Context: an optimization exercise on an open-source flow, tuned for small area, a short achievable clock period and few clock cycles per item. The choices shown serve that exercise and are no tape-out recipe. At most, simulation tests tie the RTL to the original design; equivalence was not proved. Power figures rest on the tool's default switching activity, not on a simulated workload.

Setup of run a:
==> module lru_ctrl, before the edit <==
module lru_ctrl #(
  parameter  int KEY_SPACE  = lru_pkg::KEY_SPACE_DEF,
  parameter  int MAX_FRAMES = lru_pkg::MAX_FRAMES_DEF,
  localparam int KW         = $clog2(KEY_SPACE),
  localparam int CW         = $clog2(MAX_FRAMES + 1)
) (
  input  wire logic                      clk,
  input  wire logic                      rst_n,
  input  wire logic                      step,
  input  wire logic [KW-1:0]             key,
  input  wire logic [CW-1:0]             lim,
  output logic                           res_hit,
  output logic                           res_evicted,
  output logic [KW-1:0]                  res_evicted_key,
  output logic [CW-1:0]                  occupancy
);
  logic [KW-1:0]         list_r [MAX_FRAMES];
  logic [CW-1:0]         count_r;
  logic [MAX_FRAMES-1:0] vld;
  logic [MAX_FRAMES-1:0] match;
  logic [MAX_FRAMES-1:0] shift;
  logic                  hit;
  logic                  full;
  logic [KW-1:0]         tail_key;
  always_comb begin
    for (int i = 0; i < MAX_FRAMES; i++) begin
      vld[i]   = (count_r > CW'(i));
      match[i] = vld[i] && (list_r[i] == key);
    end
  end
  always_comb begin
    shift[0] = 1'b1;
    for (int i = 1; i < MAX_FRAMES; i++) begin
      shift[i] = shift[i-1] & ~match[i-1];
    end
  end
  assign hit  = |match;
  assign full = (count_r >= lim);
  always_comb begin
    tail_key = '0;
    for (int i = 0; i < MAX_FRAMES; i++) begin
      if (count_r == CW'(i + 1)) tail_key = list_r[i];
    end
  end
  always_ff @(posedge clk) begin
    if (step) begin
      list_r[0] <= key;
      for (int i = 1; i < MAX_FRAMES; i++) begin
        if (shift[i]) list_r[i] <= list_r[i-1];
      end
      res_hit         <= hit;
      res_evicted     <= ~hit & full;
      res_evicted_key <= (~hit & full) ? tail_key : '0;
    end
  end
  always_ff @(posedge clk) begin
    if (!rst_n) begin
      count_r <= '0;
    end else if (step && !hit && !full) begin
      count_r <= CW'(count_r + 1'b1);
    end
  end
  assign occupancy = count_r;
endmodule
==> module lru_page_reference_tracker_unit, before the edit <==
module lru_page_reference_tracker_unit #(
  parameter  int KEY_SPACE  = lru_pkg::KEY_SPACE_DEF,
  parameter  int MAX_FRAMES = lru_pkg::MAX_FRAMES_DEF,
  localparam int KW         = $clog2(KEY_SPACE),
  localparam int CW         = $clog2(MAX_FRAMES + 1)
) (
  input  wire logic                      clk,
  input  wire logic                      rst_n,
  input  wire logic                      in_valid,
  output logic                           in_ready,
  input  wire logic [KW-1:0]             in_page_key,
  output logic                           out_valid,
  input  wire logic                      out_ready,
  output logic                           out_hit,
  output logic                           out_evicted,
  output logic [KW-1:0]                  out_evicted_key,
  output logic [CW-1:0]                  out_occupancy,
  input  wire logic                      cfg_valid,
  output logic                           cfg_ready,
  input  wire logic [lru_pkg::CFG_W-1:0] cfg_frames_in_use
);
  logic [CW-1:0] lim_r;
  logic [CW-1:0] lim_wr;
  logic          out_valid_r;
  logic          accept;
  logic          step;
  logic          q0_v, q1_v;
  logic [KW-1:0] q0_key, q1_key;
  always_comb begin
    if (cfg_frames_in_use == '0) begin
      lim_wr = CW'(1);
    end else if (cfg_frames_in_use > lru_pkg::CFG_W'(MAX_FRAMES)) begin
      lim_wr = CW'(MAX_FRAMES);
    end else begin
      lim_wr = CW'(cfg_frames_in_use);
    end
  end
  assign cfg_ready = 1'b1;
  always_ff @(posedge clk) begin
    if (!rst_n) begin
      lim_r <= CW'(lru_pkg::CFG_RESET);
    end else if (cfg_valid) begin
      lim_r <= lim_wr;
    end
  end
  assign in_ready = !q1_v;
  assign accept   = in_valid && !q1_v;
  assign step     = q0_v && (!out_valid_r || out_ready);
  always_ff @(posedge clk) begin
    if (!rst_n) begin
      q0_v <= 1'b0;
      q1_v <= 1'b0;
    end else begin
      if (!q0_v || step) begin
        q0_v <= q1_v || accept;
      end
      q1_v <= q0_v && !step && (q1_v || accept);
    end
  end
  always_ff @(posedge clk) begin
    if (!q0_v || step) begin
      q0_key <= q1_v ? q1_key : in_page_key;
    end
    if (!q1_v) begin
      q1_key <= in_page_key;
    end
  end
  lru_ctrl #(
    .KEY_SPACE  (KEY_SPACE),
    .MAX_FRAMES (MAX_FRAMES)
  ) u_ctrl (
    .clk             (clk),
    .rst_n           (rst_n),
    .step            (step),
    .key             (q0_key),
    .lim             (lim_r),
    .res_hit         (out_hit),
    .res_evicted     (out_evicted),
    .res_evicted_key (out_evicted_key),
    .occupancy       (out_occupancy)
  );
  always_ff @(posedge clk) begin
    if (!rst_n) begin
      out_valid_r <= 1'b0;
    end else if (step) begin
      out_valid_r <= 1'b1;
    end else if (out_ready) begin
      out_valid_r <= 1'b0;
    end
  end
  assign out_valid = out_valid_r;
endmodule
make LEC_CHECK=0 ABC_CLOCK_PERIOD_IN_PS=1500 CAP_MARGIN=20 CORE_MARGIN=2 CORE_UTILIZATION=40 PLACE_DENSITY=0.6 SETUP_SLACK_MARGIN=4 SLEW_MARGIN=20 finish   # period 5.5 ns
run.sh (not shown) runs the stock make flow with config.mk's settings and CLKGATE_MAP_FILE= SYNTH_SCRIPT=/design/flow/synth_recipe.tcl, a recipe that flattens the netlist after the stock synthesis.
Setup changes, run a to run b
--- a/flow/design.v
+++ b/flow/design.v
@@ -16,10 +16,10 @@
   localparam int CW         = $clog2(MAX_FRAMES + 1)
 ) (
   input  wire logic                      clk,
   input  wire logic                      rst_n,
-  input  wire logic                      step,
-  input  wire logic [KW-1:0]             key,
+  input  wire logic                      accept,
+  input  wire logic [KW-1:0]             in_key,
   input  wire logic [CW-1:0]             lim,
   output logic                           res_hit,
   output logic                           res_evicted,
   output logic [KW-1:0]                  res_evicted_key,
@@ -35,9 +35,9 @@
   logic [KW-1:0]         tail_key;
   always_comb begin
     for (int i = 0; i < MAX_FRAMES; i++) begin
       vld[i]   = (count_r > CW'(i));
-      match[i] = vld[i] && (list_r[i] == key);
+      match[i] = vld[i] && (list_r[i] == in_key);
     end
   end
   always_comb begin
     shift[0] = 1'b1;
@@ -53,10 +53,10 @@
       if (count_r == CW'(i + 1)) tail_key = list_r[i];
     end
   end
   always_ff @(posedge clk) begin
-    if (step) begin
-      list_r[0] <= key;
+    if (accept) begin
+      list_r[0] <= in_key;
       for (int i = 1; i < MAX_FRAMES; i++) begin
         if (shift[i]) list_r[i] <= list_r[i-1];
       end
       res_hit         <= hit;
@@ -66,9 +66,9 @@
   end
   always_ff @(posedge clk) begin
     if (!rst_n) begin
       count_r <= '0;
-    end else if (step && !hit && !full) begin
+    end else if (accept && !hit && !full) begin
       count_r <= CW'(count_r + 1'b1);
     end
   end
   assign occupancy = count_r;
@@ -99,11 +99,8 @@
   logic [CW-1:0] lim_r;
   logic [CW-1:0] lim_wr;
   logic          out_valid_r;
   logic          accept;
-  logic          step;
-  logic          q0_v, q1_v;
-  logic [KW-1:0] q0_key, q1_key;
   always_comb begin
     if (cfg_frames_in_use == '0) begin
       lim_wr = CW'(1);
     end else if (cfg_frames_in_use > lru_pkg::CFG_W'(MAX_FRAMES)) begin
@@ -119,38 +116,18 @@
     end else if (cfg_valid) begin
       lim_r <= lim_wr;
     end
   end
-  assign in_ready = !q1_v;
-  assign accept   = in_valid && !q1_v;
-  assign step     = q0_v && (!out_valid_r || out_ready);
-  always_ff @(posedge clk) begin
-    if (!rst_n) begin
-      q0_v <= 1'b0;
-      q1_v <= 1'b0;
-    end else begin
-      if (!q0_v || step) begin
-        q0_v <= q1_v || accept;
-      end
-      q1_v <= q0_v && !step && (q1_v || accept);
-    end
-  end
-  always_ff @(posedge clk) begin
-    if (!q0_v || step) begin
-      q0_key <= q1_v ? q1_key : in_page_key;
-    end
-    if (!q1_v) begin
-      q1_key <= in_page_key;
-    end
-  end
+  assign in_ready = !out_valid_r || out_ready;
+  assign accept   = in_valid && in_ready;
   lru_ctrl #(
     .KEY_SPACE  (KEY_SPACE),
     .MAX_FRAMES (MAX_FRAMES)
   ) u_ctrl (
     .clk             (clk),
     .rst_n           (rst_n),
-    .step            (step),
-    .key             (q0_key),
+    .accept          (accept),
+    .in_key          (in_page_key),
     .lim             (lim_r),
     .res_hit         (out_hit),
     .res_evicted     (out_evicted),
     .res_evicted_key (out_evicted_key),
@@ -158,9 +135,9 @@
   );
   always_ff @(posedge clk) begin
     if (!rst_n) begin
       out_valid_r <= 1'b0;
-    end else if (step) begin
+    end else if (accept) begin
       out_valid_r <= 1'b1;
     end else if (out_ready) begin
       out_valid_r <= 1'b0;
     end
## What came out
Run b did not stop at any stage, and its layout met the timing, design-rule and antenna checks.
Run a → run b: global-route wire length before repair dropped 1200 um, leakage dissipation dropped about 7%, cell count dropped 12%.
Routed wire length: run b better than run a
Logic depth of the worst path, buffers included, run b and run a: smaller value in run b
Compared to run a, run b has fewer flip-flops.
When run b is set beside run a, its compound-cell area share of the yosys netlist turns out to be 0.18 points larger.
Taking run a as the reference, in run b global-route usage lower, adder-cell area share of the yosys netlist higher, net switching power lower.
Reported for run b and run a, count of unresolved DRC violations after routing turned out identical to the last digit.
Non-clock buffer count: run b and run a compared, higher one is run a
Part of the total power dissipated in the clock network was higher in run a than in run b.
Testbench counts of run b, summed over its fixed seeds: cycles 16,512, items 16,384.
For run a, only the layout was checked, not whether the RTL still works.

## what the ideal ports hide
How much do the figures lean on ideal ports? The routed layouts below were timed once more, with nothing changed but the port constraints. Step 1 (the two cells are an assumption about what drives the block):
set clk [get_ports {clk}]
set_driving_cell -lib_cell sky130_fd_sc_hd__clkbuf_16 $clk
set_driving_cell -lib_cell sky130_fd_sc_hd__buf_2 [delete_from_list [all_inputs] $clk]
Step 2 adds t to the input delays and takes it off the output delays; t is the mean of the earliest and latest rising clock arrival at the registers after step 1. Input paths then give back, and output paths get back, about the clock's delay inside the block. Three values: ideal ports, drivers, drivers and shift; two values: the first two.
run	t (ns)	slack for setup (ns)	latest minus earliest clock arrival (ns)	worst data-port slew with drivers (ns)
run a	0.398	3.368 / 3.368 / 3.067	0.011 / 0.011	0.04
run b	0.376	2.968 / 2.938 / 2.659	0.011 / 0.011	0.06
After both steps setup and hold are still met in every run listed. The setup slack of run b, which loses most, moves by -0.030 ns with the drivers and by -0.309 ns with both steps.
